From an optimization exercise on the open Yosys and OpenROAD flow, aimed at a short achievable clock period and few clock cycles per item; shortcuts taken in it are not production practice.
Only simulation tests tie the RTL to the original design; equivalence was not proved.
No run shown here takes its clock network from TritonCTS; it comes from the design's own scripts or RTL.
The clock port is modelled as an ideal driver, which makes a skipped or thinned clock tree look cheaper than it is; a real chip needs a root buffer or a tree.
No activity file was given, so power comes from the tool's default toggle rates.

**flow/config.mk**
```make
export PLATFORM = sky130hd
export DESIGN_NAME = comp_mult_top
export DESIGN_NICKNAME = comp_mult_top
export VERILOG_FILES = /design/flow/design.v
export SDC_FILE = /design/flow/constraint.sdc
export NUM_CORES = 4
export LEC_CHECK = 0
export ABC_CLOCK_PERIOD_IN_PS = 1500
export CAP_MARGIN = 20
export CORE_MARGIN = 2
export CORE_UTILIZATION = 45
export SETUP_SLACK_MARGIN = 5.0
export SLEW_MARGIN = 20
```
**flow/constraint.sdc**
```tcl
create_clock -name core_clock -period 6.5 [get_ports {clk}]
set_input_delay 1.3000 -clock core_clock [delete_from_list [all_inputs] [get_ports {clk}]]
set_output_delay 1.3000 -clock core_clock [all_outputs]
set_load 0.01 [all_outputs]
```
**flow/standard.sh**
```bash
#!/bin/bash
# synth_recipe.tcl (not shown) runs the flow's synth.tcl, then flattens the netlist and writes it again
# the make line also repeats each setting of config.mk as NAME=value (left out here)
make -C /OpenROAD-flow-scripts/flow DESIGN_CONFIG=/design/flow/config.mk WORK_HOME=/design/flow/orfs CLKGATE_MAP_FILE= SYNTH_SCRIPT=/design/flow/synth_recipe.tcl "${@:-finish}"
```
**flow/flow/run.sh**
```bash
#!/bin/bash
# Standard ORFS layout (the standard.sh), except that the clock tree is
# built by flow/mycts.tcl (a two-level buffer tree: 4 root buffers fed by the
# clock port, leaf buffers each driving a cluster of about 18 flip-flops) in
# place of TritonCTS. Everything else, synthesis included, is the standard flow.
set -euo pipefail
export MCTS_CLOCK_NET=clk
export MCTS_BUF=sky130_fd_sc_hd__clkbuf_16
export MCTS_ROOT_BUF=sky130_fd_sc_hd__clkbuf_16
export MCTS_SINKS_PER_LEAF=18
export MCTS_ROOTS=4
bash standard.sh finish PRE_CTS_TCL="$PWD/flow/mycts.tcl" > standard_flow.log 2>&1
```
**flow/flow/mycts.tcl**
```tcl
# Two-level clock tree built by hand, used in place of TritonCTS: the clock
# port drives a few root buffers, each root drives a group of leaf buffers,
# each leaf buffer drives a cluster of nearby flip-flops (k-means on the
# flip-flop positions). Every flip-flop sees the same two buffer stages.
# Sourced by ORFS cts.tcl as PRE_CTS_TCL; it replaces clock_tree_synthesis.

proc mcts_kmeans {pts k iters} {
  # pts: list of {x y}; returns list of cluster index per point and centers
  set n [llength $pts]
  set xs [lsort -real [lmap p $pts {lindex $p 0}]]
  set ys [lsort -real [lmap p $pts {lindex $p 1}]]
  # initial centers: points spread by sorted order along a serpentine
  set order [lsort -real -index 0 [lmap p $pts {list [expr {[lindex $p 0] + 0.0}] [lindex $p 1]}]]
  set centers {}
  for {set i 0} {$i < $k} {incr i} {
    set idx [expr {int(($i + 0.5) * $n / $k)}]
    lappend centers [lindex $order $idx]
  }
  set assign {}
  for {set it 0} {$it < $iters} {incr it} {
    set assign {}
    foreach p $pts {
      set best 0; set bd 1e30; set ci 0
      foreach c $centers {
        set dx [expr {[lindex $p 0] - [lindex $c 0]}]
        set dy [expr {[lindex $p 1] - [lindex $c 1]}]
        set d [expr {$dx*$dx + $dy*$dy}]
        if {$d < $bd} { set bd $d; set best $ci }
        incr ci
      }
      lappend assign $best
    }
    set sx [lrepeat $k 0.0]; set sy [lrepeat $k 0.0]; set cnt [lrepeat $k 0]
    foreach p $pts a $assign {
      lset sx $a [expr {[lindex $sx $a] + [lindex $p 0]}]
      lset sy $a [expr {[lindex $sy $a] + [lindex $p 1]}]
      lset cnt $a [expr {[lindex $cnt $a] + 1}]
    }
    set nc {}
    for {set i 0} {$i < $k} {incr i} {
      if {[lindex $cnt $i] > 0} {
        lappend nc [list [expr {[lindex $sx $i] / [lindex $cnt $i]}] [expr {[lindex $sy $i] / [lindex $cnt $i]}]]
      } else {
        lappend nc [lindex $centers $i]
      }
    }
    set centers $nc
  }
  return [list $assign $centers]
}

# balanced split: cap each cluster size by moving the farthest members out
proc mcts_balance {pts assign centers cap} {
  set k [llength $centers]
  for {set pass 0} {$pass < 20} {incr pass} {
    set cnt [lrepeat $k 0]
    foreach a $assign { lset cnt $a [expr {[lindex $cnt $a] + 1}] }
    set over 0
    for {set c 0} {$c < $k} {incr c} { if {[lindex $cnt $c] > $cap} { set over 1 } }
    if {!$over} { break }
    set i 0
    foreach p $pts a $assign {
      if {[lindex $cnt $a] > $cap} {
        # move to nearest cluster with room
        set best -1; set bd 1e30
        for {set c 0} {$c < $k} {incr c} {
          if {$c == $a || [lindex $cnt $c] >= $cap} continue
          set cc [lindex $centers $c]
          set dx [expr {[lindex $p 0] - [lindex $cc 0]}]
          set dy [expr {[lindex $p 1] - [lindex $cc 1]}]
          set d [expr {$dx*$dx + $dy*$dy}]
          if {$d < $bd} { set bd $d; set best $c }
        }
        set ca [lindex $centers $a]
        set dx [expr {[lindex $p 0] - [lindex $ca 0]}]
        set dy [expr {[lindex $p 1] - [lindex $ca 1]}]
        if {$best >= 0 && $bd < 4.0 * ($dx*$dx + $dy*$dy) + 1e8} {
          lset assign $i $best
          lset cnt $a [expr {[lindex $cnt $a] - 1}]
          lset cnt $best [expr {[lindex $cnt $best] + 1}]
        }
      }
      incr i
    }
  }
  return $assign
}

proc mcts_build {} {
  set db [ord::get_db]
  set block [ord::get_db_block]
  set clk [$block findNet $::env(MCTS_CLOCK_NET)]
  set buf [$db findMaster $::env(MCTS_BUF)]
  set rootbuf [$db findMaster $::env(MCTS_ROOT_BUF)]
  set sink_cap $::env(MCTS_SINKS_PER_LEAF)
  set nroots $::env(MCTS_ROOTS)

  set sinks {}
  set pts {}
  foreach it [$clk getITerms] {
    set inst [$it getInst]
    set bb [$inst getBBox]
    lappend sinks $it
    lappend pts [list [expr {([$bb xMin] + [$bb xMax]) / 2.0}] [expr {([$bb yMin] + [$bb yMax]) / 2.0}]]
  }
  set n [llength $sinks]
  set k [expr {int(ceil(double($n) / $sink_cap))}]
  puts "MCTS: $n sinks, $k leaf buffers, $nroots root buffers"
  lassign [mcts_kmeans $pts $k 25] assign centers
  set assign [mcts_balance $pts $assign $centers [expr {$sink_cap + 2}]]
  # recompute centers
  set sx [lrepeat $k 0.0]; set sy [lrepeat $k 0.0]; set cnt [lrepeat $k 0]
  foreach p $pts a $assign {
    lset sx $a [expr {[lindex $sx $a] + [lindex $p 0]}]
    lset sy $a [expr {[lindex $sy $a] + [lindex $p 1]}]
    lset cnt $a [expr {[lindex $cnt $a] + 1}]
  }
  set leafpts {}
  for {set i 0} {$i < $k} {incr i} {
    if {[lindex $cnt $i] == 0} { lappend leafpts {} ; continue }
    lappend leafpts [list [expr {[lindex $sx $i] / [lindex $cnt $i]}] [expr {[lindex $sy $i] / [lindex $cnt $i]}]]
  }
  # leaf buffers and nets
  set leafbufs {}
  for {set i 0} {$i < $k} {incr i} {
    if {[lindex $cnt $i] == 0} { lappend leafbufs {}; continue }
    set b [odb::dbInst_create $block $buf "mcts_leaf_$i"]
    set p [lindex $leafpts $i]
    $b setLocation [expr {int([lindex $p 0])}] [expr {int([lindex $p 1])}]
    $b setPlacementStatus PLACED
    set nn [odb::dbNet_create $block "mcts_leaf_net_$i"]
    $nn setSigType CLOCK
    [$b findITerm X] connect $nn
    lappend leafbufs $b
  }
  foreach it $sinks a $assign {
    $it disconnect
    $it connect [$block findNet "mcts_leaf_net_$a"]
  }
  # roots: cluster the leaf buffers
  set lpts {}; set lids {}
  for {set i 0} {$i < $k} {incr i} {
    if {[lindex $cnt $i] == 0} continue
    lappend lpts [lindex $leafpts $i]; lappend lids $i
  }
  lassign [mcts_kmeans $lpts $nroots 25] rassign rcenters
  for {set r 0} {$r < $nroots} {incr r} {
    set b [odb::dbInst_create $block $rootbuf "mcts_root_$r"]
    set p [lindex $rcenters $r]
    $b setLocation [expr {int([lindex $p 0])}] [expr {int([lindex $p 1])}]
    $b setPlacementStatus PLACED
    set nn [odb::dbNet_create $block "mcts_root_net_$r"]
    $nn setSigType CLOCK
    [$b findITerm X] connect $nn
    [$b findITerm A] connect $clk
  }
  foreach i $lids r $rassign {
    [[lindex $leafbufs $i] findITerm A] connect [$block findNet "mcts_root_net_$r"]
  }
  global_connect
  puts "MCTS: done"
}

# output ports: the port buffer and the register feeding it get a drive
# strength suited to the long wire between them (same cell types)
proc mcts_size_outputs {} {
  set ::mcts_moved 0
  set block [ord::get_db_block]
  foreach bt [$block getBTerms] {
    if {[$bt getIoType] != "OUTPUT"} continue
    set net [$bt getNet]
    if {$net == "NULL" || $net == ""} continue
    foreach it [$net getITerms] {
      if {![$it isOutputSignal]} continue
      set inst [$it getInst]
      set m [[$inst getMaster] getName]
      if {![regexp {^sky130_fd_sc_hd__(clk|dly|clkdly)?buf[0-9a-z]*_[0-9]+$} $m]} continue
      if {$m != "sky130_fd_sc_hd__buf_6"} {
        replace_cell [$inst getName] sky130_fd_sc_hd__buf_6
      }
      set a [$inst findITerm A]
      set n2 [$a getNet]
      if {$n2 == "NULL" || $n2 == ""} continue
      foreach it2 [$n2 getITerms] {
        if {![$it2 isOutputSignal]} continue
        set f [$it2 getInst]
        set fm [[$f getMaster] getName]
        if {![regexp {^(sky130_fd_sc_hd__(dfxtp|dfrtp))_[0-9]+$} $fm -> base]} continue
        if {[regexp {_1$} $fm]} {
          replace_cell [$f getName] ${base}_2
        }
        # the register goes next to its port buffer (legalized afterwards),
        # so the register output does not drive a long wire
        lassign [$inst getLocation] bx by
        $f setLocation $bx $by
        incr ::mcts_moved
      }
    }
  }
  puts "MCTS: output drivers sized, $::mcts_moved registers moved to their port buffers"
}

rename clock_tree_synthesis mcts_orig_clock_tree_synthesis
proc clock_tree_synthesis {args} {
  mcts_size_outputs
  mcts_build
}
```
**flow/design.v**
```verilog
`timescale 1ns/1ps
package cmul_types_pkg;
    localparam int ELEM_W    = 8;    
    localparam int RES_W     = 18;   
    localparam int RES_BYTES = 3;    
    localparam int ADDR_W    = 16;   
    localparam int REG_W     = 16;   
    typedef logic signed [ELEM_W-1:0] elem_t;       
    typedef logic signed [RES_W-1:0]  res_t;        
    typedef logic [ADDR_W-1:0]        addr_t;       
    typedef logic [REG_W-1:0]         reg_t;        
    typedef logic [2:0]               byte_cnt_t;   
endpackage
`timescale 1ns/1ps
package cmul_regmap_pkg;
    typedef enum logic [2:0] {
        OFS_OP1    = 3'd0,   
        OFS_OP2    = 3'd1,   
        OFS_RES    = 3'd2,   
        OFS_NUM_OP = 3'd3,   
        OFS_START  = 3'd4,   
        OFS_STATUS = 3'd5,   
        OFS_STATE  = 3'd6    
    } reg_offset_e;
    localparam int STS_DONE_BIT = 0;
    typedef enum logic [1:0] {
        ST_IDLE   = 2'd0,
        ST_RD_OPS = 2'd1,   
        ST_WORK   = 2'd2,   
        ST_WR_RES = 2'd3    
    } ctrl_state_e;
    localparam int OP_RD_BYTES  = 4;   
    localparam int RES_WR_BYTES = 6;   
    localparam int OP_STRIDE    = 2;   
    localparam int RES_STRIDE   = 6;   
endpackage
`timescale 1ns/1ps
module comp_mult_top
#(
    parameter logic [15:0] APB_BASE = '0   
) (
    input  logic  clk,
    input  logic  rst_n,
    input  cmul_types_pkg::addr_t paddr,
    input  logic  pwrite,
    input  cmul_types_pkg::reg_t  pwdata,
    input  logic  psel,
    output logic  pready,
    output cmul_types_pkg::reg_t  prdata,
    output logic  pslverr,
    output logic  mem_ce,
    output logic  mem_we,
    output cmul_types_pkg::addr_t mem_addr,
    output cmul_types_pkg::elem_t mem_wr_data,
    input  cmul_types_pkg::elem_t mem_rd_data
);
    logic [15:0] ofs_full;
    logic [2:0]  ofs;
    logic        in_range;
    logic        acc_ok;
    logic        wr_en;
    assign pready   = 1'b1;
    assign ofs_full = paddr - APB_BASE;
    assign in_range = (ofs_full[15:3] == '0);
    assign ofs      = ofs_full[2:0];
    always_comb begin
        case (ofs)
            3'd0, 3'd1, 3'd2, 3'd3, 3'd4: acc_ok = pwrite;
            3'd5:    acc_ok = 1'b1;
            3'd6:    acc_ok = ~pwrite;
            default: acc_ok = 1'b0;
        endcase
    end
    assign wr_en = psel & pwrite & in_range & acc_ok;
    logic wr_res;
    assign wr_res   = wr_en & (ofs == 3'd2);
    logic wsel;
    assign wsel = psel & pwrite;
    logic hzh_q, hzl_q;        
    logic d_op1, d_op2, d_res, d_num, d_st, d_clr;
    logic hz;
    logic        done;
    logic        clr_q;        
    logic        busy;         
    logic        start_q;      
    logic [15:0] num_reg;
    logic        num_nz_q;     
    logic        num_ge2_q;    
    logic [15:0] num_m1_q;     
    logic [15:0] b1, b2;       
    logic        eq_q;         
    logic [15:0] ra1, ra2, rw;   
    logic [15:0] ra1p, ra2p, rwp;       
    logic [15:0] ra1pp, ra2pp, rwpp;    
    logic        i1_q, i2_q, iw_q;      
    logic [15:0] pwp1_q, pwp2_q;        
    logic [15:0] basew, basewp, basewpp, base1pp, base2pp;
    logic        k1, k2;       
    logic        wres_q, wnum_q;   
    logic [15:0] pwdata_q;     
    logic [15:0] base1, base2;   
    logic [1:0]  h1, h2;       
    logic        qsame;        
    logic        bus_v, ret_v;
    logic [1:0]  bus_id, ret_id;
    logic        bus_dup, ret_dup;
    logic [3:0]  v;            
    logic signed [7:0] cx1, cy1, cx2, cy2;
    logic [2:0]  oc;           
    logic [15:0] qf_left;      
    logic [15:0] qw_left;      
    logic        sq_q;         
    logic        pop_q;        
    logic        qw1;          
    logic        wrc;          
    logic [2:0]  wcnt;         
    logic        qd_q;         
    logic        sq_ok;        
    logic        wok;          
    logic        fin_q;        
    logic        mem_ce_q, mem_we_q;
    logic [15:0] mem_addr_q;
    logic [7:0]  mem_wr_data_q;
    logic [35:0] f0, f1, f2, f3;   
    logic [2:0]  fcnt;
    logic        s1v, s2v;
    logic        prd0;
    assign prdata      = {15'b0, prd0};
    always_ff @(posedge clk) begin
        prd0 <= ofs[0] ? (done & ~clr_q) : busy;    
    end
    assign mem_ce      = mem_ce_q;
    assign mem_we      = mem_we_q;
    assign mem_addr    = mem_addr_q;
    assign mem_wr_data = mem_wr_data_q;
    logic go;
    logic [1:0] h1e, h2e;
    logic qdone;
    logic [2:0] oc_eff;
    logic start_quad;
    logic rd_issue;
    logic rd_op1;              
    logic [1:0] rd_id;
    logic wr_start_b;          
    logic wr_issue;
    logic [2:0] wcnt_n;
    logic pop;
    logic push;
    assign eq_q    = (b1 == b2);
    assign hz      = hzh_q & hzl_q;
    assign k1      = hz & d_op1;
    assign k2      = hz & d_op2;
    assign wres_q  = hz & d_res;
    assign wnum_q  = hz & d_num;
    assign start_q = hz & d_st;
    assign clr_q   = hz & d_clr;
    assign base1   = k1 ? pwdata_q : (i1_q ? ra1p : ra1);
    assign base2   = k2 ? pwdata_q : (i2_q ? ra2p : ra2);
    assign basew   = wres_q ? pwdata_q : (iw_q ? rwp : rw);
    assign go      = start_q & ~busy & num_nz_q;
    assign h1e     = k1 ? 2'd0 : h1;
    assign h2e     = k2 ? 2'd0 : h2;
    assign qdone   = qd_q & ~k1 & ~(k2 & ~qsame);
    assign oc_eff  = go ? 3'd1 : oc;
    assign qw1     = pop_q ? (qw_left == 16'd2) : (qw_left == 16'd1);
    logic sqg, inc1, inc2;
    logic [15:0] base1p, base2p;
    assign sqg        = sq_ok | (go & num_ge2_q);
    assign start_quad = ~wrc & qdone & sqg;
    assign inc1       = ~wrc & (qdone ? sqg : (h1e != 2'd2));
    assign inc2       = ~wrc & ~qdone & (h1e == 2'd2);
    assign rd_issue   = inc1 | inc2;
    assign rd_op1     = inc1;
    assign rd_id      = start_quad ? 2'd0 : (h1e != 2'd2) ? {1'b0, h1e[0]} : {1'b1, h2e[0]};
    assign base1p     = k1 ? pwp1_q : (i1_q ? ra1pp : ra1p);
    assign base2p     = k2 ? pwp1_q : (i2_q ? ra2pp : ra2p);
    assign basewp     = wres_q ? pwp1_q : (iw_q ? rwpp : rwp);
    assign base1pp    = k1 ? pwp2_q : (i1_q ? ra1pp + 16'd1 : ra1pp);
    assign base2pp    = k2 ? pwp2_q : (i2_q ? ra2pp + 16'd1 : ra2pp);
    assign basewpp    = wres_q ? pwp2_q : (iw_q ? rwpp + 16'd1 : rwpp);
    assign wr_start_b = ~wrc & qdone & ~sqg & wok;
    assign wr_issue   = wrc | wr_start_b;
    assign wcnt_n     = wrc ? wcnt + 3'd1 : 3'd0;
    assign pop        = wrc & (wcnt == 3'd4);
    logic       busy_n;
    logic [2:0] oc_n;
    logic [2:0] fcnt_n;
    logic [1:0] h1_n, h2_n;
    logic       qsame_n;
    assign busy_n = go | (busy & ~fin_q);
    always_comb begin
        oc_n = oc_eff;
        if (start_quad & ~pop) oc_n = oc_eff + 3'd1;
        if (~start_quad & pop) oc_n = oc_eff - 3'd1;
    end
    always_comb begin
        fcnt_n = fcnt;
        if (s6v & ~pop) fcnt_n = fcnt + 3'd1;
        if (~s6v & pop) fcnt_n = fcnt - 3'd1;
    end
    always_comb begin
        if (fin_q) begin
            h1_n = '0; h2_n = '0; qsame_n = 1'b0;
        end else if (start_quad) begin
            h1_n = 2'd1; h2_n = 2'd0; qsame_n = eq_q;
        end else begin
            h1_n = inc1 ? h1e + 2'd1 : h1e;
            h2_n = inc2 ? h2e + 2'd1 : h2e;
            qsame_n = qsame;
        end
    end
    assign push = (v == 4'b1111) & busy;
    logic qc1, qc2;
    assign qc1 = (h1e == 2'd1) & (qsame | (h2e == 2'd2));
    assign qc2 = (h1e == 2'd2) & (h2e == 2'd1) & ~qsame;
    logic [7:0] wbyte;
    always_comb begin
        case (wcnt_n)
            3'd0:    wbyte = f0[7:0];
            3'd1:    wbyte = f0[15:8];
            3'd2:    wbyte = {6'b0, f0[17:16]};
            3'd3:    wbyte = f0[25:18];
            3'd4:    wbyte = f0[33:26];
            default: wbyte = {6'b0, f0[35:34]};
        endcase
    end
    always_ff @(posedge clk or negedge rst_n) begin
        if (!rst_n) begin
            done     <= 1'b0;
            pslverr  <= 1'b0;
            hzh_q    <= 1'b0;
            hzl_q    <= 1'b0;
            d_op1    <= 1'b0;
            d_op2    <= 1'b0;
            d_res    <= 1'b0;
            d_num    <= 1'b0;
            d_st     <= 1'b0;
            d_clr    <= 1'b0;
            num_reg  <= '0;
            num_nz_q <= 1'b0;
            num_ge2_q <= 1'b0;
            num_m1_q <= '0;
            pwdata_q <= '0;
            b1       <= '0;
            b2       <= '0;
        end else begin
            hzh_q <= (ofs_full[15:9] == '0);
            hzl_q <= (ofs_full[8:3] == '0);
            d_op1 <= wsel & (ofs == 3'd0);
            d_op2 <= wsel & (ofs == 3'd1);
            d_res <= wsel & (ofs == 3'd2);
            d_num <= wsel & (ofs == 3'd3);
            d_st  <= wsel & (ofs == 3'd4) & pwdata[0];
            d_clr <= wsel & (ofs == 3'd5) & ~pwdata[0];
            pslverr <= psel & ~(in_range & acc_ok);
            if (fin_q)
                done <= 1'b1;
            else if (clr_q)
                done <= 1'b0;
            pwdata_q  <= pwdata;
            if (wnum_q) num_reg <= pwdata_q;
            if (wnum_q) begin
                num_nz_q  <= (pwdata_q != '0);
                num_ge2_q <= (pwdata_q[15:1] != '0);
                num_m1_q  <= pwdata_q - 16'd1;
            end
            if (k1) b1 <= pwdata_q;
            if (k2) b2 <= pwdata_q;
        end
    end
    always_ff @(posedge clk or negedge rst_n) begin
        if (!rst_n) begin
            busy     <= 1'b0;
            ra1      <= '0;
            ra2      <= '0;
            rw       <= '0;
            ra1p     <= 16'd1;
            ra2p     <= 16'd1;
            rwp      <= 16'd1;
            ra1pp    <= 16'd2;
            ra2pp    <= 16'd2;
            rwpp     <= 16'd2;
            i1_q     <= 1'b0;
            i2_q     <= 1'b0;
            iw_q     <= 1'b0;
            pwp1_q   <= '0;
            pwp2_q   <= '0;
            h1       <= '0;
            h2       <= '0;
            qsame    <= 1'b0;
            bus_v    <= 1'b0;
            bus_id   <= '0;
            bus_dup  <= 1'b0;
            ret_v    <= 1'b0;
            ret_id   <= '0;
            ret_dup  <= 1'b0;
            v        <= '0;
            oc       <= '0;
            qf_left  <= '0;
            qw_left  <= '0;
            sq_q     <= 1'b0;
            pop_q    <= 1'b0;
            wrc      <= 1'b0;
            wcnt     <= '0;
            qd_q     <= 1'b0;
            sq_ok    <= 1'b0;
            wok      <= 1'b0;
            fin_q    <= 1'b0;
            fcnt     <= '0;
            mem_ce_q <= 1'b0;
            mem_we_q <= 1'b0;
            s1v      <= 1'b0;
            s2v      <= 1'b0;
            s3v      <= 1'b0;
            s4v      <= 1'b0;
            s5v      <= 1'b0;
            s6v      <= 1'b0;
        end else begin
            busy <= busy_n;
            pwp1_q <= pwdata + 16'd1;
            pwp2_q <= pwdata + 16'd2;
            rw    <= basew;
            rwp   <= basewp;
            rwpp  <= basewpp;
            iw_q  <= wr_issue | wr_res;    
            ra1   <= base1;
            ra1p  <= base1p;
            ra1pp <= base1pp;
            i1_q  <= inc1;
            ra2   <= base2;
            ra2p  <= base2p;
            ra2pp <= base2pp;
            i2_q  <= inc2;
            h1    <= h1_n;
            h2    <= h2_n;
            qsame <= qsame_n;
            qd_q  <= ~fin_q & ~start_quad & (qdone | (~wrc & (qc1 | qc2)));
            bus_v   <= rd_issue;
            bus_id  <= rd_id;
            bus_dup <= start_quad ? eq_q : qsame;
            ret_v   <= bus_v & ~(k1 & ~bus_id[1]) & ~(k2 & bus_id[1]);
            ret_id  <= bus_id;
            ret_dup <= bus_dup;
            begin
                logic [3:0] cap;
                logic ret_ok;
                ret_ok = ret_v & ~(k1 & ~ret_id[1]) & ~(k2 & ret_id[1]);
                cap[0] = ret_ok & (ret_id == 2'd0);
                cap[1] = ret_ok & (ret_id == 2'd1);
                cap[2] = ret_ok & ((ret_id == 2'd2) | (ret_dup & (ret_id == 2'd0)));
                cap[3] = ret_ok & ((ret_id == 2'd3) | (ret_dup & (ret_id == 2'd1)));
                v <= cap | (v & ~{4{push}} & ~{k2, k2, k1, k1} & ~{4{fin_q}});
            end
            mem_ce_q <= rd_issue | wr_issue;
            mem_we_q <= wr_issue;
            oc    <= oc_n;
            sq_ok <= busy & ~fin_q & ((oc != 3'd4) | pop)
                   & (sq_q ? (qf_left != 16'd1) : (qf_left != '0));
            wok   <= busy_n & (fcnt_n != 3'd0);
            sq_q  <= start_quad;
            pop_q <= pop;
            if (go)
                qf_left <= num_m1_q;
            else if (sq_q)
                qf_left <= qf_left - 16'd1;
            if (go)
                qw_left <= num_reg;
            else if (pop_q)
                qw_left <= qw_left - 16'd1;
            wrc    <= wrc ? (wcnt != 3'd4) : wr_start_b;
            wcnt   <= wcnt_n;
            fin_q  <= pop & qw1;
            fcnt <= fcnt_n;
            s1v <= push;
            s2v <= s1v;
            s3v <= s2v;
            s4v <= s3v;
            s5v <= s4v;
            s6v <= s5v;
        end
    end
    always_ff @(posedge clk) begin
        if (wrc)
            mem_addr_q <= basew;
        else if (qdone)
            mem_addr_q <= sqg ? base1 : basew;
        else
            mem_addr_q <= (h1e != 2'd2) ? base1 : base2;
        mem_wr_data_q <= wbyte;
    end
    logic [3:0] capd;
    assign capd[0] = ret_v & (ret_id == 2'd0);
    assign capd[1] = ret_v & (ret_id == 2'd1);
    assign capd[2] = ret_v & ((ret_id == 2'd2) | (ret_dup & (ret_id == 2'd0)));
    assign capd[3] = ret_v & ((ret_id == 2'd3) | (ret_dup & (ret_id == 2'd1)));
    always_ff @(posedge clk) begin
        if (capd[0]) cx1 <= mem_rd_data;
        if (capd[1]) cy1 <= mem_rd_data;
        if (capd[2]) cx2 <= mem_rd_data;
        if (capd[3]) cy2 <= mem_rd_data;
    end
    logic signed [9:0]  pp_a [4];
    logic signed [9:0]  pp_b [4];
    logic signed [9:0]  pp_c [4];
    logic signed [9:0]  pp_d [4];
    logic s3v;
    logic [8:0] gy2, gx2;    
    assign gy2 = {cy2, 1'b0};
    assign gx2 = {cx2, 1'b0};
    function automatic logic [3:0] bsel(input logic [2:0] g);
        case (g)
            3'd1, 3'd2: bsel = 4'b1000;
            3'd3:       bsel = 4'b0100;
            3'd4:       bsel = 4'b0001;
            3'd5, 3'd6: bsel = 4'b0010;
            default:    bsel = 4'b0000;
        endcase
    endfunction
    function automatic logic signed [9:0] bpp(input logic signed [7:0] a, input logic signed [8:0] n, input logic [3:0] sel);
        logic signed [9:0] a1;
        logic signed [9:0] n1;
        a1 = 10'(a);
        n1 = 10'(n);
        bpp = ({10{sel[3]}} & a1) | ({10{sel[2]}} & (a1 <<< 1))
            | ({10{sel[1]}} & n1) | ({10{sel[0]}} & (n1 <<< 1));
    endfunction
    logic signed [7:0] ox1, oy1;
    logic [3:0] sx2 [4];     
    logic [3:0] sy2 [4];     
    logic signed [8:0] nx1, ny1;
    logic s4v;
    always_ff @(posedge clk) begin
        ox1 <= cx1;
        oy1 <= cy1;
        for (int j = 0; j < 4; j++) begin
            sx2[j] <= bsel(gx2[2*j +: 3]);
            sy2[j] <= bsel(gy2[2*j +: 3]);
        end
        nx1 <= -(9'(cx1));
        ny1 <= -(9'(cy1));
    end
    always_ff @(posedge clk) begin
        for (int j = 0; j < 4; j++) begin
            pp_a[j] <= bpp(ox1, nx1, sy2[j]);
            pp_b[j] <= bpp(oy1, ny1, sx2[j]);
            pp_c[j] <= bpp(ox1, nx1, sx2[j]);
            pp_d[j] <= bpp(oy1, ny1, {sy2[j][1:0], sy2[j][3:2]});    
        end
    end
    function automatic logic [35:0] csa(input logic [17:0] a, input logic [17:0] b, input logic [17:0] c);
        csa = {a ^ b ^ c, ((a & b) | (a & c) | (b & c)) << 1};
    endfunction
    function automatic logic [71:0] red84(input logic [17:0] r0, input logic [17:0] r1,
                                          input logic [17:0] r2, input logic [17:0] r3,
                                          input logic [17:0] r4, input logic [17:0] r5,
                                          input logic [17:0] r6, input logic [17:0] r7);
        logic [35:0] u1, u2, u3, u4;
        u1 = csa(r0, r1, r2);
        u2 = csa(r3, r4, r5);
        u3 = csa(u1[35:18], u1[17:0], u2[35:18]);
        u4 = csa(u2[17:0], r6, r7);
        red84 = {u3, u4};
    endfunction
    function automatic logic [35:0] red42(input logic [71:0] q);
        logic [35:0] u1;
        u1 = csa(q[71:54], q[53:36], q[35:18]);
        red42 = csa(u1[35:18], u1[17:0], q[17:0]);
    endfunction
    logic [71:0] q2x, q2y;      
    logic [35:0] q3x, q3y;      
    logic [9:0]  lox, loy;      
    logic [8:0]  h0x, h1x, h0y, h1y;    
    always_ff @(posedge clk) begin
        q2y <= red84(18'(pp_a[0]), 18'(pp_a[1]) << 2, 18'(pp_a[2]) << 4, 18'(pp_a[3]) << 6,
                     18'(pp_b[0]), 18'(pp_b[1]) << 2, 18'(pp_b[2]) << 4, 18'(pp_b[3]) << 6);
        q2x <= red84(18'(pp_c[0]), 18'(pp_c[1]) << 2, 18'(pp_c[2]) << 4, 18'(pp_c[3]) << 6,
                     18'(pp_d[0]), 18'(pp_d[1]) << 2, 18'(pp_d[2]) << 4, 18'(pp_d[3]) << 6);
        q3y <= red42(q2y);
        q3x <= red42(q2x);
        loy <= {1'b0, q3y[26:18]} + {1'b0, q3y[8:0]};
        lox <= {1'b0, q3x[26:18]} + {1'b0, q3x[8:0]};
        h0y <= q3y[35:27];
        h1y <= q3y[17:9];
        h0x <= q3x[35:27];
        h1x <= q3x[17:9];
    end
    logic signed [17:0] xr_n, yr_n;
    logic s5v, s6v;
    always_ff @(posedge clk) begin
        xr_n <= {h0x + h1x + {8'd0, lox[9]}, lox[8:0]};
        yr_n <= {h0y + h1y + {8'd0, loy[9]}, loy[8:0]};
    end
    always_ff @(posedge clk) begin
        if (pop) begin
            f0 <= (s6v && fcnt == 3'd1) ? {xr_n, yr_n} : f1;
            f1 <= (s6v && fcnt == 3'd2) ? {xr_n, yr_n} : f2;
            f2 <= (s6v && fcnt == 3'd3) ? {xr_n, yr_n} : f3;
            f3 <= {xr_n, yr_n};
        end else if (s6v) begin
            case (fcnt)
                3'd0:    f0 <= {xr_n, yr_n};
                3'd1:    f1 <= {xr_n, yr_n};
                3'd2:    f2 <= {xr_n, yr_n};
                default: f3 <= {xr_n, yr_n};
            endcase
        end
    end
endmodule
```
==> run_results.csv, run 1 <==
group,metric,value,unit
setup_path,timing.critical_path.mode_cell,"buf_6",
clocking,clk_pin_slew,0.09,ns
setup_path,cell_by_cell_trace_of_the_critical_path,"buf_6, and2_4, buf_6, a31oi_4, a21oi_4, buf_12, o211ai_1",
hold_path,min_path_cells,0,
power_and_ir_drop,cellPowerDensity,193.4,mW/mm²
detailed_routing,vias_per_cell,5.517,
detailed_routing,drt_pre_antenna_iters,8,
synthesis,netlist.area_leader.share,0.2503,
detailed_routing,post_route_drc_violation_count,0,
floorplanning,rows,111,
cells_and_area,share_of_final_layout_standard_cells_stronger_than_drive_strength_1,0.3315,
setup_path,reg2regPathDepth,7,
outcome,status,"complete, no violations",
detailed_routing,route.final.wire_length,123.2,mm
timing,fin_ws,4.168,ns
synthesis,synth_top_family_by_area,"adder cells",
synthesis,yosys-mux-area-fraction,0.05475,
floorplanning,die-width,308.6,µm
floorplanning,floorplan.die.height,308.6,µm
timing,relSlewSlack,0.2755,
synthesis,synth_async_sr_flop_share,0.3301,
setup_path,crit_required,6.77,ns
cells_and_area,area_delta_synth_final,31.29,%
cells_and_area,layout.filler_cells,7059,
placement,routability_congestion_estimate,0.7963,
timing,max_slew.worst_pin.slew,1.085,ns
detailed_routing,post_drt_wl_per_cell,23.75,µm
cells_and_area,most_frequent_standard_cell_in_the_layout_excluding_fill_and_tap_cells,"dfxtp_1",
synthesis,syn-instance-count,3557,
grt,globalRoute.totalOverflow,0,
power_and_ir_drop,ir_drop,0.0001889,V
run,maxCapViolations,0,
detailed_routing,drt_first_iter_violations,2772,
setup_path,critPathSlowestCell,"o211ai_1",
timing,final-hold-violation-count,0,
setup_path,critical_path.top_delay_family,"compound AO/OA/AOI/OAI gates",
synthesis,yosys.cell_types.count,82,
detailed_routing,routed-via-count,28615,
synthesis,yosys_register_bits,1042,
grt,grt_first_pass_wirelength,172.4,mm
clocking,post_cts_hold_buffer_count,0,
setup_path,end_kind,"register",
setup_path,setup.worst_path.class,"register to register",
clocking,clock_insertion_delay_at_the_later_pin_of_the_skew_report,0.51,ns
setup_path,critical_path.max_stage_delay,0.65,ns
floorplanning,floorplan.core_area,0.09180,mm²
placement,worst_case_setup_slack_after_placement,3.105,ns
cells_and_area,layout_top_registers,"q2x (59), q2y (59)",
grt,gr-usage-all-layers,0.2361,
timing,fin_skew,0.08462,ns
synthesis,synthFlopType,"dfxtp_1",
setup_path,worst_setup_path_start_kind,"register",
floorplanning,fp.dieArea,0.09523,mm²
hold_path,worstHoldPathType,"register to register",
setup_path,worstSetupPathDepth,7,
synthesis,syn_area_per_cell,11.74,µm²
synthesis,synth_compound_gate_area_share,0.08874,
power_and_ir_drop,p_leak,23.78,nW
setup_path,cp_num_buf_inv,3,
timing,timing.final.crit_period,2.332,ns
synthesis,synthXorXnorAreaFrac,0.03797,
cells_and_area,final_cell_mix,"dfxtp_1, nand2_1, dfrtp_1, inv_1, edfxtp_1",
cells_and_area,final-seq-area,0.02451,mm²
synthesis,most_area_hungry_cell_type_in_the_yosys_netlist,"dfxtp_1",
synthesis,synth_seq_area_share,0.5832,
synthesis,synth_edf_count,176,
grt,grt_antenna_before_repair,4,
setup_path,crit_arrival,2.60,ns
floorplanning,initial_utilization,0.4548,
placement,estimated_wirelength_of_the_detail_placed_design,64.22,mm
grt,pin_count_of_the_biggest_net_entering_global_routing,91,
power_and_ir_drop,post-layout-total-power,10.60,mW
timing,fin_crit_share,0.3588,
timing,setup_viol,0,
grt,grt_pass1_vias,27628,
synthesis,syn_area,0.04175,mm²
floorplanning,io_pins,88,
timing,pins_over_slew_limit,0,
synthesis,post_synth_and_or_nand_nor_area_fraction,0.09146,
timing,finalSetupTns,0,ns
placement,portBuffers,71,
setup_path,timing.critical_path.fanout_max,6,
cells_and_area,final_net_count,4222,
synthesis,ys_warn_count,7,
timing,max_freq,428.8,MHz
timing,grt_setup_unrepaired,"yes",
synthesis,synthAdderAreaFrac,0.09608,
cells_and_area,multi_input_comb_area,0.01961,mm²
detailed_routing,ant_nets,0,
synthesis,synth_top_cells_by_area,"dfxtp_1, dfrtp_1, edfxtp_1, fa_1, nand2_1",
==> repair_timing <==
item / CTS / global route
gates cloned: 74 / 49
pin swaps: 176 / 229
resized for setup: 753 / 568
setup buffers: 204 / 108
setup endpoints to repair: 1069 / 653
==> power by group <==
part / total, mW / leakage, nW / internal, mW / switching [mW]
clock network: 3.71 / 0.764 / 1.68 / 2.03
logic: 0.275 / 12.5 / 0.138 / 0.136
registers: 6.62 / 10.5 / 6.58 / 0.0402
==> path summary, 6_finish.rpt <==
path / start / slack (ns) / to
worst max-delay path: hzl_q$_DFF_PN0_ / 4.17 / mem_addr_q[4]$_DFF_P_
worst min-delay path: q3y[11]$_DFF_P_ / 0.28 / h1y[2]$_DFF_P_
worst max register to register: hzl_q$_DFF_PN0_ / 4.17 / mem_addr_q[4]$_DFF_P_
worst min register to register: q3y[11]$_DFF_P_ / 0.28 / h1y[2]$_DFF_P_
max in group asynchronous: rst_n / 5.21 / qw_left[7]$_DFFE_PN0P_
min in group asynchronous: rst_n / 0.67 / ra2pp[2]$_DFFE_PN0P_
==> per-layer routing <==
metal,vias up,share of wire,GRT usage
li1,12772,-,-
met1,14271,0.43,0.3467
met2,1253,0.45,0.3678
met3,315,0.083,0.02713
met4,4,0.043,0.07306
met5,-,0.00020,0
==> logic make-up after synthesis <==
family | count (synthesis)
fa+ha+maj | 233
compound gates | 557
buf+inv | 497
flops | 1042
xor+xnor | 181
other cells | 2
simple gates | 831
mux | 214
==> stage by stage <==
stage,hold slack [ns],util,area [µm²],cells
2_1_floorplan,0.3096,-,42900,3571
3_3_place_gp,0.3097,0.4819,44240,4689
3_5_place_dp,0.3121,0.4819,44240,4689
4_1_cts,0.3121,0.5590,51320,5029
5_1_grt,0.2836,0.5971,54810,5186
6_report,0.2820,0.5971,54820,5187
==> synth_stat cells, types with 5 or more instances <==
cell type and instances:
and3_1 16, and4_1 7, fa_1 146, edfxtp_1 176, o211ai_1 17, o21ai_1 10
dfxtp_1 522, mux2i_1 99, or2_2 5, ha_1 87, nor2b_1 20, xnor2_1 123
a22oi_1 164, nand3_1 49, xor2_1 58, nand2_1 505, a31oi_1 8, nand2b_1 9
dfstp_2 6, or4_1 7, nor3b_1 7, inv_1 278, buf_2 27, a22o_1 10
mux2_2 115, nor2_1 86, nor4_1 13, or3_1 6, o21ai_0 189, dfrtp_1 338
a21oi_1 33, clkbuf_1 158, and2_1 12, a222oi_1 25, buf_4 20, a21o_1 35
nor3_1 27, and3b_1 7, nand4_1 26, buf_1 10, o21a_1 33
==> area by class of cell <==
class,instances,share of cell area
Inverter,279,0.01993
Antenna cell,1,0.00004565
Buffer,62,0.02830
Tap cell,1243,0.02837
Multi-Input combinational cell,2090,0.3578
Sequential cell,1042,0.4472
Timing Repair Buffer,470,0.1183
==> worst reg2reg max path, cell delays in order (launching register included) <==
cell      delay [ns]
dfrtp_1         0.44
buf_6           0.14
and2_4          0.16
buf_6           0.13
a31oi_4         0.27
a21oi_4         0.13
buf_12          0.16
o211ai_1        0.66
Testbench counts, summed over its fixed seeds: cycles 21,041, items 2,070.
==> inputs of run 2 (changes only) <==
==> flow/flow/run.sh (replaced) <==
#!/bin/bash
# Standard ORFS layout (the standard.sh), except that the clock tree is
# built by flow/mycts.tcl (a two-level buffer tree: 4 root buffers fed by the
# clock port, leaf buffers each driving a cluster of about 20 flip-flops) in
# place of TritonCTS. Everything else, synthesis included, is the standard flow.
set -euo pipefail
export MCTS_CLOCK_NET=clk
export MCTS_BUF=sky130_fd_sc_hd__clkbuf_16
export MCTS_ROOT_BUF=sky130_fd_sc_hd__clkbuf_16
export MCTS_SINKS_PER_LEAF=20
export MCTS_ROOTS=4
bash standard.sh finish PRE_CTS_TCL="$PWD/flow/mycts.tcl" > standard_flow.log 2>&1
--- a/flow/config.mk
+++ b/flow/config.mk
@@ -8,6 +8,6 @@
 export ABC_CLOCK_PERIOD_IN_PS = 1500
 export CAP_MARGIN = 20
 export CORE_MARGIN = 2
-export CORE_UTILIZATION = 45
-export SETUP_SLACK_MARGIN = 5.0
+export CORE_UTILIZATION = 40
+export SETUP_SLACK_MARGIN = 4.8
 export SLEW_MARGIN = 20
==> run 2 against run 1 <==
Sequential power about the same. Cell area fell by 6.6%. Clock skew grew 0.14 ns. Clock power is 5.4% lower. Hold slack improved by 0.039 ns. Critical endpoint is now mem_ce. Largest power group unchanged.
==> run_results.csv, run 2 <==
group,metric,value,unit
outcome,status,"complete, no violations",
detailed_routing,routed-via-count,27388,
floorplanning,initial_utilization,0.4034,
grt,use_met2,0.3016,
grt,grt_use_met1,0.2747,
setup_path,worst_setup_path_start_kind,"register",
setup_path,end_kind,"output port",
power_and_ir_drop,cellPowerDensity,201.9,mW/mm²
synthesis,netlist.area_leader.share,0.2503,
cells_and_area,layout_top_registers,"q2x (59), q2y (59)",
setup_path,critPathSlowestCell,"dfrtp_2",
synthesis,syn_area,0.04175,mm²
grt,met3_usage,0.02610,
grt,gr-usage-all-layers,0.1903,
setup_path,critical_path.max_stage_delay,0.41,ns
timing,setup_viol,0,
timing,finalSetupTns,0,ns
floorplanning,rows,118,
setup_path,crit_arrival,1.09,ns
hold_path,worstHoldPathType,"register to register",
floorplanning,floorplan.die.height,327.1,µm
cells_and_area,final_core_util,0.4946,
cells_and_area,layout.filler_cells,8841,
synthesis,synth.top_cells.by_count,"dfxtp_1, nand2_1, dfrtp_1, inv_1, o21ai_0",
detailed_routing,route.final.wire_length,114.7,mm
setup_path,critical_path.top_delay_family,"flip-flops",
synthesis,synth_edf_count,176,
detailed_routing,drt_pre_antenna_iters,6,
floorplanning,die-width,327.1,µm
floorplanning,fp.dieArea,0.1070,mm²
clocking,clock_insertion_delay_at_the_later_pin_of_the_skew_report,0.56,ns
cells_and_area,final_net_count,4091,
clocking,post_cts_hold_buffer_count,0,
grt,globalRoute.busiestLayer,"met2",
cells_and_area,share_of_final_layout_standard_cells_stronger_than_drive_strength_1,0.2398,
power_and_ir_drop,post-layout-total-power,10.34,mW
timing,final-hold-violation-count,0,
synthesis,yosys_register_bits,1042,
timing,max_freq,418.9,MHz
grt,grt_antenna_before_repair,3,
grt,pin_count_of_the_biggest_net_entering_global_routing,93,
cells_and_area,final_cell_area,0.05119,mm²
placement,portBuffers,71,
placement,dpl_cell_area,0.04397,mm²
grt,grt_pass1_vias,26254,
detailed_routing,post_drt_wl_per_cell,22.10,µm
detailed_routing,ant_nets,0,
cells_and_area,final_cell_mix,"dfxtp_1, nand2_1, dfrtp_1, inv_1, edfxtp_1",
grt,globalRoute.totalOverflow,0,
timing,max_slew.worst_pin.slew,1.086,ns
synthesis,yosysMostFrequentCell,"dfxtp_1",
synthesis,synth_top_cells_by_area,"dfxtp_1, dfrtp_1, edfxtp_1, fa_1, nand2_1",
synthesis,syn-instance-count,3557,
clocking,clk_pin_slew,0.10,ns
setup_path,setup.worst_path.class,"register to output port",
cells_and_area,most_frequent_standard_cell_in_the_layout_excluding_fill_and_tap_cells,"dfxtp_1",
synthesis,syn_area_per_cell,11.74,µm²
setup_path,timing.critical_path.fanout_max,1,
cells_and_area,area_delta_synth_final,22.60,%
floorplanning,io_pins,88,
power_and_ir_drop,p_leak,22.01,nW
power_and_ir_drop,ir_drop,0.0001834,V
synthesis,ys_warn_count,7,
timing,grt_setup_unrepaired,"yes",
setup_path,cell_by_cell_trace_of_the_critical_path,"buf_6",
grt,grt_first_pass_wirelength,159.5,mm
placement,estimated_wirelength_of_the_detail_placed_design,63.25,mm
timing,pins_over_slew_limit,0,
timing,timing.final.crit_period,2.387,ns
synthesis,most_area_hungry_cell_type_in_the_yosys_netlist,"dfxtp_1",
detailed_routing,vias_per_cell,5.274,
floorplanning,floorplan.core_area,0.1035,mm²
timing,fin_crit_share,0.3673,
placement,routability_congestion_estimate,0.8181,
synthesis,synthFlopType,"dfxtp_1",
detailed_routing,drt_first_iter_violations,2616,
timing,fin_skew,0.2251,ns
synthesis,synth_seq_area_share,0.5832,
timing,relSlewSlack,0.2748,
setup_path,crit_required,5.20,ns
run,maxCapViolations,0,
synthesis,yosys.cell_types.count,82,
setup_path,cp_num_buf_inv,1,
detailed_routing,post_route_drc_violation_count,0,
synthesis,synth_async_sr_flop_share,0.3301,
==> run 2: cell counts after synthesis <==
No cell type changed its count.
==> run 2: final timing paths <==
kind | startpoint | end | slack, ns | cells past startpoint
worst min-delay path | loy[1]$_DFF_P_ | yr_n[1]$_DFF_P_ | 0.32 | 0
worst max register to register | loy[9]$_DFF_P_ | yr_n[17]$_DFF_P_ | 4.31 | 8
worst max-delay path | mem_ce_q$_DFF_PN0_ | mem_ce | 4.11 | 1
min in group asynchronous | rst_n | b2[9]$_DFFE_PN0P_ | 0.62 | 1
worst min register to register | loy[1]$_DFF_P_ | yr_n[1]$_DFF_P_ | 0.32 | 0
max in group asynchronous | rst_n | wcnt[0]$_DFF_PN0_ | 5.29 | 2
==> run 2: logic make-up after synthesis <==
group / share of synthesized area
buffers and inverters: 0.04759
xor gates and xnor gates: 0.03797
DFF: 0.5832
adders and majority gates: 0.09608
AOI/OAI and AO/OA: 0.08874
muxes: 0.05475
and+or+nand+nor: 0.09146
other: 0.0001799
==> run 2: area by class of cell <==
type	instances	area (µm²)	share of cell area
Antenna cell	1	2.502	0.00004889
Buffer	57	1426	0.02787
Inverter	279	1076	0.02102
Multi-Input combinational cell	2069	18070	0.3530
Sequential cell	1042	24440	0.4774
Tap cell	1380	1727	0.03373
Timing Repair Buffer	365	4448	0.08690
==> run 2: per-layer routing <==
layer  routed length (µm)  up-vias
li1                     -    12455
met1                50190    13538
met2                51580     1116
met3                 8423      277
met4                 4540        2
met5                   10        -
==> run 2: through the flow <==
step	cells	setup WS (ns)	hold WS (ns)
after floorplan	3571	4.055	0.3096
after global placement	4826	3.117	0.3106
after detailed placement	4827	3.115	0.3121
after CTS	5015	3.750	0.3121
after global routing	5192	4.082	0.3357
final	5193	4.113	0.3209
==> run 2: power breakdown <==
| part | internal (mW) | switching (mW) | total [mW] |
|---|---|---|---|
| registers | 6.58 | 0.0339 | 6.62 |
| clock network | 1.55 | 1.97 | 3.51 |
| logic | 0.0906 | 0.114 | 0.204 |
==> run 2: repair_timing <==
| action | 4_1_cts | 5_1_grt |
|---|---|---|
| setup endpoints to repair | 985 | 466 |
| gates resized for setup | 436 | 338 |
| pin swaps | 97 | 130 |
| gates cloned | 33 | 39 |
| setup buffers | 98 | 138 |
==> inputs of run 3 (changes only) <==
--- a/flow/design.v
+++ b/flow/design.v
@@ -72,13 +72,13 @@
         endcase
     end
     assign wr_en = psel & pwrite & in_range & acc_ok;
-    logic wr_res;
+    logic wr_op1, wr_op2, wr_res, wr_num, wr_start, wr_clr;
+    assign wr_op1   = wr_en & (ofs == 3'd0);
+    assign wr_op2   = wr_en & (ofs == 3'd1);
     assign wr_res   = wr_en & (ofs == 3'd2);
-    logic wsel;
-    assign wsel = psel & pwrite;
-    logic hzh_q, hzl_q;        
-    logic d_op1, d_op2, d_res, d_num, d_st, d_clr;
-    logic hz;
+    assign wr_num   = wr_en & (ofs == 3'd3);
+    assign wr_start = wr_en & (ofs == 3'd4) & pwdata[0];
+    assign wr_clr   = wr_en & (ofs == 3'd5) & ~pwdata[0];
     logic        done;
     logic        clr_q;        
     logic        busy;         
@@ -147,13 +147,6 @@
     logic pop;
     logic push;
     assign eq_q    = (b1 == b2);
-    assign hz      = hzh_q & hzl_q;
-    assign k1      = hz & d_op1;
-    assign k2      = hz & d_op2;
-    assign wres_q  = hz & d_res;
-    assign wnum_q  = hz & d_num;
-    assign start_q = hz & d_st;
-    assign clr_q   = hz & d_clr;
     assign base1   = k1 ? pwdata_q : (i1_q ? ra1p : ra1);
     assign base2   = k2 ? pwdata_q : (i2_q ? ra2p : ra2);
     assign basew   = wres_q ? pwdata_q : (iw_q ? rwp : rw);
@@ -228,35 +221,31 @@
         if (!rst_n) begin
             done     <= 1'b0;
             pslverr  <= 1'b0;
-            hzh_q    <= 1'b0;
-            hzl_q    <= 1'b0;
-            d_op1    <= 1'b0;
-            d_op2    <= 1'b0;
-            d_res    <= 1'b0;
-            d_num    <= 1'b0;
-            d_st     <= 1'b0;
-            d_clr    <= 1'b0;
+            clr_q    <= 1'b0;
+            start_q  <= 1'b0;
             num_reg  <= '0;
             num_nz_q <= 1'b0;
             num_ge2_q <= 1'b0;
             num_m1_q <= '0;
+            k1       <= 1'b0;
+            k2       <= 1'b0;
+            wres_q   <= 1'b0;
+            wnum_q   <= 1'b0;
             pwdata_q <= '0;
             b1       <= '0;
             b2       <= '0;
         end else begin
-            hzh_q <= (ofs_full[15:9] == '0);
-            hzl_q <= (ofs_full[8:3] == '0);
-            d_op1 <= wsel & (ofs == 3'd0);
-            d_op2 <= wsel & (ofs == 3'd1);
-            d_res <= wsel & (ofs == 3'd2);
-            d_num <= wsel & (ofs == 3'd3);
-            d_st  <= wsel & (ofs == 3'd4) & pwdata[0];
-            d_clr <= wsel & (ofs == 3'd5) & ~pwdata[0];
+            clr_q <= wr_clr;
             pslverr <= psel & ~(in_range & acc_ok);
             if (fin_q)
                 done <= 1'b1;
             else if (clr_q)
                 done <= 1'b0;
+            start_q   <= wr_start;
+            k1        <= wr_op1;
+            k2        <= wr_op2;
+            wres_q    <= wr_res;
+            wnum_q    <= wr_num;
             pwdata_q  <= pwdata;
             if (wnum_q) num_reg <= pwdata_q;
             if (wnum_q) begin
==> flow/flow/run.sh (replaced) <==
#!/bin/bash
# Standard ORFS layout (the standard.sh), except that:
#  - the clock tree is built by flow/mycts.tcl (a two-level buffer tree: 4 root
#    buffers fed by the clock port, leaf buffers each driving a cluster of
#    about 16 flip-flops) in place of TritonCTS;
#  - flow/io.tcl keeps the register-port pins on the left edge and the memory
#    port pins on the right edge (ORFS IO_CONSTRAINTS).
# Everything else, synthesis included, is the standard flow.
set -euo pipefail
export MCTS_CLOCK_NET=clk
export MCTS_BUF=sky130_fd_sc_hd__clkbuf_16
export MCTS_ROOT_BUF=sky130_fd_sc_hd__clkbuf_16
export MCTS_SINKS_PER_LEAF=16
export MCTS_ROOTS=4
bash standard.sh finish PRE_CTS_TCL="$PWD/flow/mycts.tcl" IO_CONSTRAINTS="$PWD/flow/io.tcl" > standard_flow.log 2>&1
==> flow/flow/io.tcl (new file) <==
# APB-side ports together on the left edge, memory-side ports on the right
set apb {psel pwrite pready pslverr}
set mem {mem_ce mem_we}
for {set i 0} {$i < 16} {incr i} {
  lappend apb "paddr\[$i\]" "pwdata\[$i\]" "prdata\[$i\]"
  lappend mem "mem_addr\[$i\]"
}
for {set i 0} {$i < 8} {incr i} {
  lappend mem "mem_wr_data\[$i\]" "mem_rd_data\[$i\]"
}
set_io_pin_constraint -region left:* -pin_names $apb
set_io_pin_constraint -region right:* -pin_names $mem
--- a/flow/flow/mycts.tcl
+++ b/flow/flow/mycts.tcl
@@ -164,7 +164,6 @@
 # output ports: the port buffer and the register feeding it get a drive
 # strength suited to the long wire between them (same cell types)
 proc mcts_size_outputs {} {
-  set ::mcts_moved 0
   set block [ord::get_db_block]
   foreach bt [$block getBTerms] {
     if {[$bt getIoType] != "OUTPUT"} continue
@@ -174,7 +173,7 @@
       if {![$it isOutputSignal]} continue
       set inst [$it getInst]
       set m [[$inst getMaster] getName]
-      if {![regexp {^sky130_fd_sc_hd__(clk|dly|clkdly)?buf[0-9a-z]*_[0-9]+$} $m]} continue
+      if {![regexp {^sky130_fd_sc_hd__(clk)?buf_[0-9]+$} $m]} continue
       if {$m != "sky130_fd_sc_hd__buf_6"} {
         replace_cell [$inst getName] sky130_fd_sc_hd__buf_6
       }
@@ -185,19 +184,13 @@
         if {![$it2 isOutputSignal]} continue
         set f [$it2 getInst]
         set fm [[$f getMaster] getName]
-        if {![regexp {^(sky130_fd_sc_hd__(dfxtp|dfrtp))_[0-9]+$} $fm -> base]} continue
-        if {[regexp {_1$} $fm]} {
+        if {[regexp {^(sky130_fd_sc_hd__(dfxtp|dfrtp))_1$} $fm -> base]} {
           replace_cell [$f getName] ${base}_2
         }
-        # the register goes next to its port buffer (legalized afterwards),
-        # so the register output does not drive a long wire
-        lassign [$inst getLocation] bx by
-        $f setLocation $bx $by
-        incr ::mcts_moved
-      }
-    }
-  }
-  puts "MCTS: output drivers sized, $::mcts_moved registers moved to their port buffers"
+      }
+    }
+  }
+  puts "MCTS: output drivers sized"
 }
 
 rename clock_tree_synthesis mcts_orig_clock_tree_synthesis
==> run 3 against run 2 <==
Still clean on timing, DRC and antenna. Wire length grew 1.5%. Fmax is 1.0% lower. First-iteration DRC count is 6.9% higher. Global-route usage rose by 1.8 points. Flip-flop and latch count decreased by 2. Area after synthesis shrank 0.62%. Hold slack worse by 0.086 ns. Via count shrank 0.98%. Sequential power hardly changed. Register-to-register slack better by 0.15 ns. Setup slack worse by 0.025 ns. Clock power grew 11%. Critical path type unchanged. Largest cell class unchanged.
==> run_results.csv, run 3 <==
group,metric,value,unit
placement,estimated_wirelength_of_the_detail_placed_design,66.25,mm
floorplanning,floorplan.die.height,326.1,µm
synthesis,synth_seq_area_share,0.5857,
setup_path,r2r-end,"f2[35]$_DFFE_PP_",
cells_and_area,final_cell_area,0.05080,mm²
synthesis,syn-instance-count,3491,
timing,fin_ws,4.088,ns
hold_path,min_path_cells,0,
synthesis,syn_area_per_cell,11.89,µm²
setup_path,reg2regPathDepth,10,
setup_path,critPathSlowestCell,"dfrtp_1",
cells_and_area,most_frequent_standard_cell_in_the_layout_excluding_fill_and_tap_cells,"dfxtp_1",
hold_path,hold_start,"q3x[32]$_DFF_P_",
synthesis,synth_edf_count,176,
timing,grt_setup_unrepaired,"yes",
power_and_ir_drop,p_leak,21.54,nW
floorplanning,initial_utilization,0.4021,
floorplanning,io_pins,88,
cells_and_area,layout_top_registers,"q2x (59), q2y (59)",
setup_path,cp_num_buf_inv,1,
floorplanning,die-width,326.1,µm
setup_path,crit_arrival,1.11,ns
placement,dpl_cell_area,0.04360,mm²
setup_path,setup.worst_path.class,"register to output port",
detailed_routing,routed-via-count,27119,
setup_path,end_kind,"output port",
detailed_routing,drt_pre_antenna_iters,9,
cells_and_area,area_delta_synth_final,22.44,%
outcome,status,"complete, no violations",
detailed_routing,post_drt_wl_per_cell,22.86,µm
floorplanning,fp.dieArea,0.1063,mm²
grt,gr-usage-all-layers,0.2081,
timing,relSlewSlack,0.2464,
detailed_routing,vias_per_cell,5.326,
cells_and_area,share_of_final_layout_standard_cells_stronger_than_drive_strength_1,0.2328,
timing,fin_skew,0.1100,ns
timing,max_slew.worst_pin.slew,1.129,ns
detailed_routing,drt_first_iter_violations,2797,
clocking,clock_insertion_delay_at_the_later_pin_of_the_skew_report,0.55,ns
synthesis,synthFlopType,"dfxtp_1",
cells_and_area,final-instance-count-excl-fill,5092,
power_and_ir_drop,ir_drop,0.0002435,V
detailed_routing,route.final.wire_length,116.4,mm
floorplanning,floorplan.core_area,0.1032,mm²
timing,max_freq,414.6,MHz
setup_path,r2r_start,"wcnt[0]$_DFF_PN0_",
grt,pin_count_of_the_biggest_net_entering_global_routing,106,
grt,grt_antenna_before_repair,1,
timing,finalSetupTns,0,ns
cells_and_area,final_net_count,3990,
hold_path,worstHoldPathType,"register to register",
grt,grt_first_pass_wirelength,169.5,mm
synthesis,synth_top_cells_by_area,"dfxtp_1, dfrtp_1, edfxtp_1, fa_1, nand2_1",
detailed_routing,ant_nets,0,
timing,final-hold-violation-count,0,
synthesis,yosys.cell_types.count,68,
setup_path,cell_by_cell_trace_of_the_critical_path,"buf_2",
synthesis,netlist.area_leader.share,0.2519,
setup_path,crit_required,5.20,ns
placement,portBuffers,71,
synthesis,ys_warn_count,7,
synthesis,synth.top_cells.by_count,"dfxtp_1, nand2_1, dfrtp_1, inv_1, o21ai_0",
hold_path,terminating_pin_of_the_worst_hold_path,"h0x[5]$_DFF_P_",
detailed_routing,post_route_drc_violation_count,0,
setup_path,worst_setup_path_start_kind,"register",
synthesis,yosys_register_bits,1040,
run,maxCapViolations,0,
grt,grt_pass1_vias,26446,
power_and_ir_drop,cellPowerDensity,211.5,mW/mm²
setup_path,critical_path.max_stage_delay,0.42,ns
placement,routability_congestion_estimate,0.8173,
grt,globalRoute.totalOverflow,0,
synthesis,yosysMostFrequentCell,"dfxtp_1",
setup_path,timing.critical_path.fanout_max,1,
floorplanning,rows,118,
timing,timing.final.crit_period,2.412,ns
setup_path,critical_path.top_delay_family,"flip-flops",
setup_path,setup.reg_to_reg.worst_slack,4.46,ns
cells_and_area,final_cell_mix,"dfxtp_1, nand2_1, dfrtp_1, inv_1, o21ai_0",
timing,setup_viol,0,
clocking,clk_pin_slew,0.09,ns
placement,worst_case_setup_slack_after_placement,3.248,ns
synthesis,most_area_hungry_cell_type_in_the_yosys_netlist,"dfxtp_1",
timing,fin_crit_share,0.3711,
timing,pins_over_slew_limit,0,
synthesis,syn_area,0.04149,mm²
placement,place.detailed.instances,4759,
synthesis,synth_async_sr_flop_share,0.3288,
[run 3: kinds of logic (layout without fill, tap and decap cells)]
| logic type | count (synthesis) | count (layout) | synth area share |
|---|---|---|---|
| muxes | 237 | 237 | 0.06109 |
| DFF | 1040 | 1040 | 0.5857 |
| adders and majority gates | 233 | 233 | 0.09668 |
| xor gates and xnor gates | 183 | 183 | 0.03863 |
| other | 2 | 17 | 0.0001810 |
| buffers and inverters | 504 | 659 | 0.04792 |
| and+or+nand+nor | 714 | 764 | 0.07916 |
| AOI/OAI and AO/OA | 578 | 579 | 0.09068 |
[run 3: how the worst max path moves through the flow]
stage,startpoint,to,depth (start not counted)
after floorplan,paddr[0],iw_q$_DFF_PN0_,6
after global placement,pwdata[0],pwp1_q[12]$_DFF_PN0_,6
after detailed placement,pwdata[0],pwp1_q[12]$_DFF_PN0_,6
after CTS,paddr[7],clr_q$_DFF_PN0_,7
after global routing,mem_we_q$_DFF_PN0_,mem_we,1
final,mem_we_q$_DFF_PN0_,mem_we,1
[run 3: power breakdown]
part           total (mW)  internal [mW]  switching (mW)
registers            6.62           6.57          0.0443
logic               0.217         0.0955           0.122
clock network        3.91           1.85            2.05
[run 3: area by class of cell]
| cell class | instances | area (µm²) |
|---|---|---|
| plain buffers | 69 | 1727 |
| repair inverters | 2 | 60.06 |
| repair buffers | 296 | 3615 |
| diodes | 1 | 2.502 |
| well taps | 1380 | 1727 |
| fillers | 8982 | 52400 |
| multi-input cells | 2012 | 18130 |
| flip-flops and latches | 1040 | 24410 |
| inverters | 292 | 1135 |
[run 3: timing repair]
action	4_1_cts	5_1_grt
pin swaps	122	128
gates cloned	48	27
setup endpoints to repair	929	435
hold buffers	0	0
setup buffers	120	68
resized for setup	698	263
[run 3: metrics by stage]
step                utilization  total power [mW]  hold WS (ns)
finish                   0.4923             10.74        0.2352
global route             0.4923             11.08        0.2604
CTS                      0.4717             10.07        0.3121
detailed placement       0.4225             6.910        0.3121
global placement         0.4225             6.909        0.3120
floorplan                     -             6.790        0.3096
[run 3: layer usage]
| layer | vias up | wire length (µm) | global-route usage |
|---|---|---|---|
| met2 | 1160 | 51230 | 0.3158 |
| met5 | - | 0 | 0 |
| met1 | 13606 | 52260 | 0.3149 |
| met3 | 165 | 9775 | 0.03294 |
| li1 | 12188 | - | - |
| met4 | 0 | 3164 | 0.04037 |
Testbench counts of run 3, summed over its fixed seeds: cycles 21,041, items 2,070.

afterwards: timing with drivers on the ports:
The results above use ideal ports. As a check the final layouts listed here were re-extracted and re-timed, cells and wires unchanged. Step 1 (the two cells are an assumption about what drives the block):
set clk [get_ports {clk}]
set_driving_cell -lib_cell sky130_fd_sc_hd__clkbuf_16 $clk
set_driving_cell -lib_cell sky130_fd_sc_hd__buf_2 [delete_from_list [all_inputs] $clk]
Step 2 adds t to the input delays and takes it off the output delays; t is the mean of the earliest and latest rising clock arrival at the registers after step 1. Input paths then give back, and output paths get back, about the clock's delay inside the block. Slacks: ideal ports / drivers / drivers and shift; pairs: ideal ports / drivers.
| run | t (ns) | setup slack, ns | hold slack, ns | clock arrival spread, ns |
|---|---|---|---|---|
| run 1 | 0.610 | 4.168 / 4.033 / 3.886 | 0.282 / 0.282 / 0.282 | 0.086 / 0.086 |
| run 2 | 0.590 | 4.113 / 3.965 / 3.941 | 0.321 / 0.321 / 0.321 | 0.226 / 0.226 |
| run 3 | 0.633 | 4.088 / 3.938 / 3.856 | 0.235 / 0.235 / 0.235 | 0.127 / 0.127 |
After both steps setup and hold are still met in every run listed. For run 1, which loses most, drivers alone change the setup slack by -0.135 ns; drivers and shift together by -0.282 ns.
